Context: an optimization exercise on an open-source flow, tuned for small area. The choices shown serve that exercise and are no tape-out recipe. In this exercise RTL edits were held to simulation tests only and were not proved equivalent to the original. Power is estimated from default activity; no workload was simulated.

<file path="flow/flow/run.sh">
#!/bin/bash
# The standard layout (standard.sh: the standard synthesis, then ORFS floorplan to
# finish) with three settings that ORFS reads from the environment:
#  - clock tree: small clock buffers in clusters of 16 sinks, no dummy loads
#  - port buffers: the smallest buffer (buf_1) instead of the default delay buffer
#  - power recovery after global routing: gates off the critical paths are downsized
# Every tool's full output is in orfs/logs/ (one log per step); standard_sh.log has
# what standard.sh prints.
set -euo pipefail
export CTS_ARGS="-sink_clustering_enable -repair_clock_nets -dont_use_dummy_load -buf_list {sky130_fd_sc_hd__clkbuf_8} -sink_clustering_size 16 -sink_clustering_max_diameter 60"
export BUFFER_PORTS_ARGS="-buffer_cell sky130_fd_sc_hd__buf_1"
export RECOVER_POWER=100
bash standard.sh > standard_sh.log 2>&1
</file>
<file path="flow/standard.sh">
#!/bin/bash
# synth_recipe.tcl (not shown) runs the flow's synth.tcl, then flattens the netlist and writes it again
# the make line also repeats each setting of config.mk as NAME=value (left out here)
make -C /OpenROAD-flow-scripts/flow DESIGN_CONFIG=/design/flow/config.mk WORK_HOME=/design/flow/orfs CLKGATE_MAP_FILE= SYNTH_SCRIPT=/design/flow/synth_recipe.tcl "${@:-finish}"
</file>
<file path="flow/config.mk">
export PLATFORM = sky130hd
export DESIGN_NAME = mrw_2ror1w
export DESIGN_NICKNAME = mrw_2ror1w
export VERILOG_FILES = /design/flow/design.v
export SDC_FILE = /design/flow/constraint.sdc
export NUM_CORES = 4
export LEC_CHECK = 0
export CAP_MARGIN = 10
export CORE_MARGIN = 2
export CORE_UTILIZATION = 28
export PLACE_DENSITY = 0.4
export SLEW_MARGIN = 10
export SYNTH_HIERARCHICAL = 1
</file>
<file path="flow/constraint.sdc">
create_clock -name core_clock -period 10.0 [get_ports {clk}]
set_input_delay 2.0000 -clock core_clock [delete_from_list [all_inputs] [get_ports {clk}]]
set_output_delay 2.0000 -clock core_clock [all_outputs]
set_load 0.01 [all_outputs]
</file>
<file path="flow/design.v">
`timescale 1ns/1ps
`default_nettype none
package mrw_pkg;
  typedef struct packed {
    logic                     en;
    logic [8-1:0]  addr;
  } rd_req_t;
  typedef struct packed {
    logic                     en;
    logic [8-1:0]  addr;
    logic [16-1:0]    data;
  } wr_req_t;
  typedef struct packed {
    logic                     en;
    logic [3-1:0]  bank;
    logic [5-1:0]  row;
  } err_inj_t;
  typedef struct packed {
    logic                     serr;
    logic                     derr;
    logic [8-1:0]  padr;
  } rd_err_t;
  typedef struct packed {
    logic                     vld;
    logic [16-1:0]    data;
    logic                     serr;
    logic                     derr;
    logic [8-1:0]  padr;
  } rd_rsp_t;
  typedef enum logic {
    INIT_SWEEP,
    INIT_DONE
  } init_state_t;
endpackage
`default_nettype wire
`timescale 1ns/1ps
`default_nettype none
module mrw_div3_step (
  input  wire  [1:0] rem,
  input  wire        bit_i,
  output logic       q,
  output logic [1:0] rem_o
);
  assign q        = rem[1] || (rem[0] && bit_i);
  assign rem_o[1] = bit_i ? rem[1] : rem[0];
  assign rem_o[0] = bit_i ? !(rem[1] || rem[0]) : rem[1];
endmodule
module addr_split (
  input  wire  [8-1:0] addr,
  output logic [3-1:0] bank,
  output logic [5-1:0] row
);
  logic [5:0][1:0] rem;
  logic [5:0]      q;
  assign rem[5] = addr[7:6];
  for (genvar i = 4; i >= 0; i--) begin : g_step
    mrw_div3_step u_step (.rem(rem[i + 1]), .bit_i(addr[i + 1]), .q(q[i]), .rem_o(rem[i]));
  end
  assign row  = q[4:0];
  assign bank = {rem[0], addr[0]};
endmodule
`default_nettype wire
`timescale 1ns/1ps
`default_nettype none
module mrw_aoi222 (
  input  wire  a1, a2, b1, b2, c1, c2,
  output logic y
);
  assign y = !((a1 && a2) || (b1 && b2) || (c1 && c2));
endmodule
module mrw_nand4 (input wire a, b, c, d, output logic y);
  assign y = !(a && b && c && d);
endmodule
module mrw_or4 (input wire a, b, c, d, output logic y);
  assign y = a || b || c || d;
endmodule
module mrw_o22ai_st (input wire a1, a2, b1, b2, output logic y);
  assign y = !((a1 || a2) && (b1 || b2));
endmodule
module mem_bank (
  input  wire  [192-1:0][16-1:0] words,
  input  wire  [192-1:0]                 sel,
  output logic [16-1:0]                   rd_data
);
  localparam int NGRP = (192 + 2) / 3;
  logic [3*NGRP-1:0] sel_p;
  logic [3*NGRP-1:0][16-1:0] words_p;
  assign sel_p   = (3*NGRP)'(sel);
  assign words_p = (3*NGRP*16)'(words);
  for (genvar i = 0; i < 16; i++) begin : g_bit
    logic [NGRP-1:0] grp_n;
    for (genvar g = 0; g < NGRP; g++) begin : g_grp
      mrw_aoi222 u_aoi (
        .a1 (sel_p[3*g]),     .a2 (words_p[3*g][i]),
        .b1 (sel_p[3*g + 1]), .b2 (words_p[3*g + 1][i]),
        .c1 (sel_p[3*g + 2]), .c2 (words_p[3*g + 2][i]),
        .y  (grp_n[g])
      );
    end
    logic [NGRP/4-1:0] quad;
    logic [NGRP/16-1:0] hex;
    for (genvar k = 0; k < NGRP / 4; k++) begin : g_quad
      mrw_nand4 u_nand (.a(grp_n[4*k]), .b(grp_n[4*k + 1]), .c(grp_n[4*k + 2]), .d(grp_n[4*k + 3]), .y(quad[k]));
    end
    for (genvar k = 0; k < NGRP / 16; k++) begin : g_hex
      mrw_or4 u_or (.a(quad[4*k]), .b(quad[4*k + 1]), .c(quad[4*k + 2]), .d(quad[4*k + 3]), .y(hex[k]));
    end
    mrw_or4 u_or_top (.a(hex[0]), .b(hex[1]), .c(hex[2]), .d(hex[3]), .y(rd_data[i]));
  end
endmodule
`default_nettype wire
`timescale 1ns/1ps
`default_nettype none
module mrw_o22a (input wire a1, a2, b1, b2, output logic x);
  assign x = (a1 || a2) && (b1 || b2);
endmodule
module mrw_o22ai (input wire a1, a2, b1, b2, output logic y);
  assign y = !((a1 || a2) && (b1 || b2));
endmodule
module err_track (
  input  wire  [32-1:0][6:0] flag_n,
  input  wire  [32-1:0]                 row_n,
  input  wire  [3-1:0]                 serve,
  output logic                                    serr,
  output logic                                    derr,
  output logic [3-1:0]                 pbank
);
  logic [6:0] hits;
  logic                  any, two;
  for (genvar b = 0; b <= 6; b++) begin : g_bank
    logic [32/2-1:0] part;
    for (genvar p = 0; p < 32 / 2; p++) begin : g_pair
      mrw_o22ai u_o22 (
        .a1 (row_n[2*p]),     .a2 (flag_n[2*p][b]),
        .b1 (row_n[2*p + 1]), .b2 (flag_n[2*p + 1][b]),
        .y  (part[p])
      );
    end
    assign hits[b] = |part;
  end
  always_comb begin
    any   = 1'b0;
    two   = 1'b0;
    pbank = serve;
    for (int b = 6; b >= 0; b--) begin
      if (hits[b]) begin
        two   = two | any;
        any   = 1'b1;
        pbank = 3'(b);
      end
    end
    serr = any;
    derr = two;
  end
endmodule
`default_nettype wire
`timescale 1ns/1ps
`default_nettype none
module mrw_nand2 (input wire a, b, output logic y);
  assign y = !(a && b);
endmodule
module mrw_nor2 (input wire a, b, output logic y);
  assign y = !(a || b);
endmodule
module mrw_row_dec (
  input  wire                     en,
  input  wire                     force_all,
  input  wire  [5-1:0] row,
  output logic [32-1:0] row_n
);
  logic [3:0] lo;
  logic [7:0] hi;
  always_comb begin
    for (int i = 0; i < 4; i++) lo[i] = force_all || (en && row[1:0] == 2'(i));
    for (int j = 0; j < 8; j++) hi[j] = force_all || (row[4:2] == 3'(j));
  end
  for (genvar r = 0; r < 32; r++) begin : g_row
    mrw_nand2 u_nand (.a(lo[r % 4]), .b(hi[r / 4]), .y(row_n[r]));
  end
endmodule
module mrw_and3 (input wire a, b, c, output logic y);
  assign y = a && b && c;
endmodule
module mrw_nand3 (input wire a, b, c, output logic y);
  assign y = !(a && b && c);
endmodule
module mrw_inv (input wire a, output logic y);
  assign y = !a;
endmodule
module mrw_core (
  input  wire                     en,
  input  wire                     force_all,
  input  wire  [5-1:0] row,
  input  wire  [3-1:0] bank,
  output logic [32-1:0] row_n,
  output logic [192-1:0] sel,
  output logic [192-1:0] sel_n
);
  logic [3:0]              lo;
  logic [7:0]              hi;
  logic [6-1:0] bank_sel;
  mrw_row_dec u_row (.en(en), .force_all(force_all), .row(row), .row_n(row_n));
  always_comb begin
    for (int i = 0; i < 4; i++) lo[i] = force_all || (en && row[1:0] == 2'(i));
    for (int j = 0; j < 8; j++) hi[j] = force_all || (row[4:2] == 3'(j));
    for (int b = 0; b < 6; b++) begin
      bank_sel[b] = force_all || bank == 3'(b);
    end
  end
  for (genvar r = 0; r < 32; r++) begin : g_row
    for (genvar b = 0; b < 6; b++) begin : g_bank
      mrw_nand3 u_nand (.a(lo[r % 4]), .b(hi[r / 4]), .c(bank_sel[b]), .y(sel_n[r * 6 + b]));
      mrw_inv   u_inv  (.a(sel_n[r * 6 + b]), .y(sel[r * 6 + b]));
    end
  end
endmodule
module mrw_rd_dec (
  input  wire  [5-1:0] row,
  input  wire  [3-1:0] bank,
  output logic [192-1:0] sel
);
  logic [3:0]              lo;
  logic [7:0]              hi;
  logic [6-1:0] bank_sel;
  always_comb begin
    for (int i = 0; i < 4; i++) lo[i] = row[1:0] == 2'(i);
    for (int j = 0; j < 8; j++) hi[j] = row[4:2] == 3'(j);
    for (int b = 0; b < 6; b++) begin
      bank_sel[b] = bank == 3'(b);
    end
  end
  for (genvar r = 0; r < 32; r++) begin : g_row
    for (genvar b = 0; b < 6; b++) begin : g_bank
      mrw_and3 u_and (.a(lo[r % 4]), .b(hi[r / 4]), .c(bank_sel[b]), .y(sel[r * 6 + b]));
    end
  end
endmodule
`default_nettype wire
`timescale 1ns/1ps
`default_nettype none
module mrw_2ror1w (
  input  wire                     clk,
  input  wire                     rst,
  input  wire                     rd0_en,
  input  wire  [8-1:0] rd0_addr,
  input  wire                     rd1_en,
  input  wire  [8-1:0] rd1_addr,
  input  wire                     wr_en,
  input  wire  [8-1:0] wr_addr,
  input  wire  [16-1:0]   wr_data,
  input  wire                     inj_en,
  input  wire  [3-1:0] inj_bank,
  input  wire  [5-1:0] inj_row,
  output logic                    rsp0_vld,
  output logic [16-1:0]   rsp0_data,
  output logic                    rsp0_serr,
  output logic                    rsp0_derr,
  output logic [8-1:0] rsp0_padr,
  output logic                    rsp1_vld,
  output logic [16-1:0]   rsp1_data,
  output logic                    rsp1_serr,
  output logic                    rsp1_derr,
  output logic [8-1:0] rsp1_padr,
  output logic                    ready
);
  logic [192-1:0][16-1:0] mem;
  logic                                    phase;
  logic [192-1:0][16-1:0] mem_nxt;
  logic [16-1:0]                   wd_x, rd0_x, rd1_x;
  logic [32-1:0][6:0] flag_n;
  logic                    rd0_go, rd1_go, wr_go, inj_go, conflict;
  logic [3-1:0] bank0, bank1, wr_bank, serve1;
  logic [5-1:0] row0, row1, wr_row;
  logic [3-1:0] bank0_q, bank1_q, pbank0, pbank1, pbank0_q, pbank1_q;
  logic [5-1:0] row0_q, row1_q;
  logic                    serr0, derr0, serr1, derr1;
  logic [16-1:0]   wd;
  logic [32-1:0] wr_row_n, inj_row_n, rd0_row_n, rd1_row_n;
  logic [192-1:0] wr_sel, wr_sel_n, rd0_sel, rd1_sel;
  logic [6:0]   inj_bank_n;
  addr_split u_split_rd0 (.addr(rd0_addr), .bank(bank0),   .row(row0));
  addr_split u_split_rd1 (.addr(rd1_addr), .bank(bank1),   .row(row1));
  addr_split u_split_wr  (.addr(wr_addr),  .bank(wr_bank), .row(wr_row));
  assign rd0_go   = rd0_en && ready;
  assign rd1_go   = rd1_en && ready;
  assign wr_go    = wr_en && ready;
  assign inj_go   = inj_en && !rst;
  assign conflict = rd0_go && rd1_go && (bank0 == bank1);
  assign serve1   = conflict ? 3'(6) : bank1;
  assign wd       = rst ? '0 : wr_data;
  mrw_core u_wr_sel (
    .en (wr_go), .force_all (rst), .row (wr_row), .bank (wr_bank),
    .row_n (wr_row_n), .sel (wr_sel), .sel_n (wr_sel_n)
  );
  always_ff @(posedge clk) begin
    ready <= !rst;
    phase <= !phase;
  end
  assign wd_x = wd ^ {16{phase}};
  for (genvar w = 0; w < 192; w++) begin : g_word
    for (genvar i = 0; i < 16; i++) begin : g_bit
      mrw_o22ai_st u_st (.a1(mem[w][i]), .a2(wr_sel[w]), .b1(wd_x[i]), .b2(wr_sel_n[w]), .y(mem_nxt[w][i]));
    end
    always_ff @(posedge clk) begin
      mem[w] <= mem_nxt[w];
    end
  end
  mrw_row_dec u_inj_row (.en(inj_go), .force_all(1'b0), .row(inj_row), .row_n(inj_row_n));
  always_comb begin
    for (int b = 0; b <= 6; b++) begin
      inj_bank_n[b] = !(inj_bank == 3'(b));
    end
  end
  for (genvar r = 0; r < 32; r++) begin : g_frow
    for (genvar b = 0; b <= 6; b++) begin : g_fbank
      logic clr, nxt;
      if (b < 6) begin : g_data
        assign clr = wr_sel[r * 6 + b];
      end else begin : g_par
        assign clr = !wr_row_n[r];
      end
      mrw_o22a u_upd (.a1(inj_row_n[r]), .a2(inj_bank_n[b]), .b1(flag_n[r][b]), .b2(clr), .x(nxt));
      always_ff @(posedge clk) begin
        flag_n[r][b] <= nxt;
      end
    end
  end
  mrw_row_dec u_rd0_row (.en(1'b1), .force_all(1'b0), .row(row0), .row_n(rd0_row_n));
  mrw_row_dec u_rd1_row (.en(1'b1), .force_all(1'b0), .row(row1), .row_n(rd1_row_n));
  err_track u_err0 (.flag_n(flag_n), .row_n(rd0_row_n), .serve(bank0),
                    .serr(serr0), .derr(derr0), .pbank(pbank0));
  err_track u_err1 (.flag_n(flag_n), .row_n(rd1_row_n), .serve(serve1),
                    .serr(serr1), .derr(derr1), .pbank(pbank1));
  always_ff @(posedge clk) begin
    rsp0_vld  <= rd0_go && !rst;
    rsp1_vld  <= rd1_go && !rst;
    row0_q    <= row0;
    bank0_q   <= bank0;
    row1_q    <= row1;
    bank1_q   <= bank1;
    rsp0_serr <= serr0;
    rsp0_derr <= derr0;
    rsp1_serr <= serr1;
    rsp1_derr <= derr1;
    pbank0_q  <= pbank0;
    pbank1_q  <= pbank1;
  end
  assign rsp0_padr = {pbank0_q, row0_q};
  assign rsp1_padr = {pbank1_q, row1_q};
  mrw_rd_dec u_rd0_sel (.row(row0_q), .bank(bank0_q), .sel(rd0_sel));
  mrw_rd_dec u_rd1_sel (.row(row1_q), .bank(bank1_q), .sel(rd1_sel));
  mem_bank u_rd0 (.words(mem), .sel(rd0_sel), .rd_data(rd0_x));
  mem_bank u_rd1 (.words(mem), .sel(rd1_sel), .rd_data(rd1_x));
  assign rsp0_data = rd0_x ^ {16{phase}};
  assign rsp1_data = rd1_x ^ {16{phase}};
endmodule
`default_nettype wire
</file>
==> metrics.md <==
| Metric | Value |
|---|---|
| P per Cell Area | 259 mW/mm^2 |
| Number of design rule violations left after detail routing | 0 |
| Share of final-layout standard cells stronger than drive strength 1 | 5.05% |
| Initial antenna violation count | 169 |
| Sink count of the clock tree | 3,326 |
| Layout check faults | capacitance limit, slew limit |
| Final total power | 35.5 mW |
| Flip-flop cell with the highest count after synthesis | sky130_fd_sc_hd__dfxtp_1 |
| Buffers inserted during post-CTS setup optimization | 0 |
| Vias post-DR | 133k |
| Maximum number of pins on one net before global-route repair | 111 |
| Total placed instance area | 0.132 mm^2 |
| CTS tree | built |
| Maximum ir drop on the vdd rail | 0.121 mV |
| Skew final | 0.116 ns |
| Final standard cell count with taps included and fillers excluded | 17.7k |
| Global-route wire length before repair | 1050 mm |
| Horizontal extent of the die | 664 um |
| Top-level I/O count | 109 |
| CTS H-tree depth | 5 |
| Mean number of vias per cell | 7.49 |
| Cell count after placement | 17.1k |
| Max Transition Viols Final | 2,803 |
| Fin nets | 11.8k |
| Skew-Pair Late Insertion Delay | 1.22 ns |
| Aggregate negative setup slack | -0.0713 ns |
| Post-synthesis instance total | 10.9k |
| Worst slack at placement | 2.19 ns |
| Sequential-to-total area share from yosys stat | 54.6% |
| Die Footprint | 0.441 mm^2 |
| Number of violations reported at the end of detailed-routing iteration 0 | 29.2k |
| Total non-filler cell area in the finished layout | 0.137 mm^2 |
| Netlist area before placement | 0.122 mm^2 |
| Arr. time, crit path | 8.07 ns |
| Total detailed-routing wirelength | 790 mm |
| Distinct cell type count after synthesis | 51 |
| Die H | 664 um |
| Maximum root-to-sink buffer count | 4 |
| Hold buffer count at CTS | 0 |
| Area growth from synthesis to layout | 12.4% |
| Clock-pin slew on the worst setup and hold paths | 0.07 ns |
| Final Setup Violations | 1 |
| Critical path class | reg2out |
| Fraction of synthesis flops using an asynchronous set or reset pin | 0% |
| Leakage component of the power | 48.5 nW |
| Overflow left after global routing | 0 |
| Synthesized area per cell | 11.2 um^2 |
| Fill cell instance count of the final layout | 44.6k |
| Overall global routing resource usage | 33.6% |
| Routed wire length per instance | 44.6 um |
| Highest attainable clock frequency | 99.3 MHz |
| Class of the tightest hold or removal check | reg2reg |
| Share of the clock period used by the worst path after layout | 101% |
| Number of global-route vias before repair | 119k |
| Post-synth EDFFs | 0 |
| Estimated wirelength of the detail-placed design | 531 mm |
| Number of placement rows | 242 |
| Headroom to the max-slew limit | -360% |
| Starting Density | 28.1% |
| Yosys synthesis warning count | 11 |
| Total CTS buffers | 369 |
| Maximum capacitance violations | 65 |
| Worst Path Required | 8.00 ns |
| Final hold violation count | 0 |
| Worst-path maximum fanout | 24 |
| Unrepaired setup endpoints after global routing | false |
| Antenna viol nets, final | 0 |
| Final critical path time including I/O delays and setup | 10.07 ns |
| Worst Setup Slack, final | -0.0713 ns |
| Placer's final routability congestion estimate | 1.04 |
| Element type at the critical path end | primary output |
| Critical path startpoint category | flop |
| Worst-Margin Slew | 6.90 ns |
| Outcome | finished with violations |
| Core area | 0.434 mm^2 |
| Post-synthesis register bit count | 3,326 |
| Cell at the root of the clock tree | sky130_fd_sc_hd__clkbuf_8 |
| Count of instances resized after the clock tree is built | 0 |
| First-pass DRT Iterations | 15 |
| Number of port buffers | 108 |
## logic make-up (layout without fill, tap and decap cells)
group | count (synthesis) | after routing | share of synthesized area [%]
other cells | 2 | 280 | 0.00616
mux | 30 | 30 | 0.323
xor+xnor | 51 | 51 | 0.366
flops | 3326 | 3326 | 54.6
buf+inv | 263 | 1031 | 0.874
compound gates | 5670 | 5670 | 36.0
simple gates | 1587 | 1587 | 7.85
fa+ha+maj | 2 | 2 | 0.0164
## path summary, 6_finish.rpt
path                                start             to  slack [ns]  cells past startpoint
worst max-delay path            row0_q[4]  rsp0_data[11]       -0.07                     10
worst min-delay path            mem[1274]      mem[1274]        0.47                      1
worst max register to register      phase      mem[2520]        1.41                      4
worst min register to register  mem[1274]      mem[1274]        0.47                      1
## modules after synthesis, one instance, submodules excluded, excerpt
module	flops+latches	area, um^2	times used	cells inside
err_track	0	403	2	59
mrw_core	0	228	1	33
mrw_row_dec	0	136	4	22
mrw_rd_dec	0	133	2	18
mrw_div3_step	0	38.8	15	4
mrw_aoi222	0	10.0	2048	1
mrw_o22a	0	8.76	224	1
mrw_or4	0	7.51	160	1
addr_split	0	7.51	3	1
mrw_o22ai	0	6.26	224	1
mrw_and3	0	6.26	384	1
mrw_nand2	0	3.75	128	1
## Yosys cell counts (3+ instances only)
library cell               number  area [um^2]
sky130_fd_sc_hd__o22ai_1     3296        20600
sky130_fd_sc_hd__xor2_1        35          307
sky130_fd_sc_hd__a21oi_1        4         20.0
sky130_fd_sc_hd__o21bai_1      56          420
sky130_fd_sc_hd__o41ai_1        4         35.0
sky130_fd_sc_hd__nand2_1      144          541
sky130_fd_sc_hd__nand2b_1      19          119
sky130_fd_sc_hd__or4_1        160         1200
sky130_fd_sc_hd__dfxtp_1     3326        66600
sky130_fd_sc_hd__xnor2_1       16          140
sky130_fd_sc_hd__and2_1         5         31.3
sky130_fd_sc_hd__a21o_1         8         60.1
sky130_fd_sc_hd__nand4_1      524         3280
sky130_fd_sc_hd__and3_1       385         2410
sky130_fd_sc_hd__mux2_1        15          169
sky130_fd_sc_hd__nor2b_1       16          100
sky130_fd_sc_hd__and2b_1        5         37.5
sky130_fd_sc_hd__nand3b_1       3         22.5
sky130_fd_sc_hd__buf_2          4         20.0
sky130_fd_sc_hd__and3b_2        6         60.1
sky130_fd_sc_hd__nand3_1      192          961
sky130_fd_sc_hd__and3b_1        4         35.0
sky130_fd_sc_hd__o22a_1       224         1960
sky130_fd_sc_hd__nor3b_1       12         90.1
sky130_fd_sc_hd__a222oi_1    2048        20500
sky130_fd_sc_hd__a21o_2        19          166
sky130_fd_sc_hd__or2_1          4         25.0
sky130_fd_sc_hd__nor2_1        36          135
sky130_fd_sc_hd__buf_6          6         67.6
sky130_fd_sc_hd__nor4_1        48          300
sky130_fd_sc_hd__buf_4          4         30.0
sky130_fd_sc_hd__nor4_2         6         75.1
sky130_fd_sc_hd__mux2_4        15          225
sky130_fd_sc_hd__or3_1          3         18.8
sky130_fd_sc_hd__inv_1        247          927
sky130_fd_sc_hd__nor3_1         6         30.0
## cell type report
type / instances / area (um^2) / share of cell area, %
antenna: 267 / 668 / 0.487
timing repair buffer: 414 / 2080 / 1.52
sequential: 3326 / 66600 / 48.6
clock buffer: 369 / 5080 / 3.70
tap: 5734 / 7170 / 5.23
inverter: 248 / 932 / 0.680
multi-input combinational: 7353 / 54600 / 39.8
## critical path, stage by stage (launching register included)
cell and delay, ns:
sky130_fd_sc_hd__dfxtp_1 0.37, sky130_fd_sc_hd__clkbuf_1 0.87, sky130_fd_sc_hd__nor3_2 0.10, sky130_fd_sc_hd__clkbuf_1 0.69, sky130_fd_sc_hd__and3_1 0.76, sky130_fd_sc_hd__a222oi_1 0.93, sky130_fd_sc_hd__nand4_1 0.41, sky130_fd_sc_hd__or4_1 0.91
sky130_fd_sc_hd__or4_1 0.61, sky130_fd_sc_hd__xor2_1 0.93, sky130_fd_sc_hd__buf_1 0.23
## flip-flops by register name (all words and copies together), names as in the netlist
| register | cells |
|---|---|
| phase | 1 |
| row1_q | 5 |
| row0_q | 5 |
| flag_n | 224 |
| ready | 1 |
| pbank1_q | 3 |
| mem | 3072 |
| rsp0_serr | 1 |
| bank1_q | 3 |
| rsp0_vld | 1 |
| rsp1_serr | 1 |
| rsp0_derr | 1 |
| rsp1_vld | 1 |
| pbank0_q | 3 |
| bank0_q | 3 |
| rsp1_derr | 1 |
## cell usage in the layout (no fill, tap or decap), types with 12 or more instances in the layout
| master | synthesis | final |
|---|---|---|
| sky130_fd_sc_hd__nor4_1 | 48 | 48 |
| sky130_fd_sc_hd__mux2_1 | 15 | 20 |
| sky130_fd_sc_hd__nand2b_1 | 19 | 19 |
| sky130_fd_sc_hd__o22a_1 | 224 | 224 |
| sky130_fd_sc_hd__dfxtp_1 | 3326 | 3325 |
| sky130_fd_sc_hd__xnor2_2 | 0 | 14 |
| sky130_fd_sc_hd__clkbuf_2 | 0 | 13 |
| sky130_fd_sc_hd__clkbuf_8 | 0 | 369 |
| sky130_fd_sc_hd__o22ai_1 | 3296 | 3296 |
| sky130_fd_sc_hd__buf_1 | 0 | 98 |
| sky130_fd_sc_hd__inv_1 | 247 | 247 |
| sky130_fd_sc_hd__diode_2 | 0 | 267 |
| sky130_fd_sc_hd__and3_1 | 385 | 386 |
| sky130_fd_sc_hd__clkbuf_1 | 0 | 183 |
| sky130_fd_sc_hd__o21bai_1 | 56 | 50 |
| sky130_fd_sc_hd__a222oi_1 | 2048 | 2048 |
| sky130_fd_sc_hd__nand3_1 | 192 | 192 |
| sky130_fd_sc_hd__conb_1 | 2 | 13 |
| sky130_fd_sc_hd__nand4_1 | 524 | 524 |
| sky130_fd_sc_hd__xor2_1 | 35 | 35 |
| sky130_fd_sc_hd__a21o_1 | 8 | 20 |
| sky130_fd_sc_hd__nor2_1 | 36 | 34 |
| sky130_fd_sc_hd__nor2b_1 | 16 | 12 |
| sky130_fd_sc_hd__buf_4 | 4 | 115 |
| sky130_fd_sc_hd__nand2_1 | 144 | 142 |
| sky130_fd_sc_hd__or4_1 | 160 | 160 |
## metrics by stage
stage | hold slack (ns) | util, %
finish | 0.469 | 31.6
global route | 0.481 | 31.5
CTS | 0.468 | 31.7
detailed placement | 0.459 | 30.5
global placement | 0.449 | 30.5
floorplan | 0.442 | -
## power by group
group	switching [mW]	internal, mW
Combinational	4.61	2.35
Clock	4.96	3.26
Sequential	3.24	17.1
Total	12.8	22.7
## metal layers
layer | GRT usage [%] | share of wire [%]
met2 | 50.2 | 43
met5 | 0.0868 | 0.087
met1 | 41.4 | 37
met3 | 9.31 | 11
met4 | 24.2 | 8.7

-- separate check: timing with driven ports --
No port has a modelled driver above. Below, the same layout with a new extraction and two added sets of constraints.
Step 1 (the two cells are an assumption about what drives the block):
set clk [get_ports {clk}]
set_driving_cell -lib_cell sky130_fd_sc_hd__clkbuf_16 $clk
set_driving_cell -lib_cell sky130_fd_sc_hd__buf_2 [delete_from_list [all_inputs] $clk]
Step 2 adds t to the input delays and takes it off the output delays; t is the mean of the earliest and latest rising clock arrival at the registers after step 1. Input paths then give back, and output paths get back, about the clock's delay inside the block.
Three values: ideal ports, drivers, drivers and shift; two values: the first two.
shift t [ns]: 1.304
setup slack, ns: -0.071 / -0.206 / -0.724
hold WS [ns]: 0.469 / 0.469 / 0.469
worst setup path after step 2: input to register
clock arrival spread, ns: 0.138 / 0.138
The setup slack of this run moves by -0.135 ns with the drivers and by -0.653 ns with both steps.
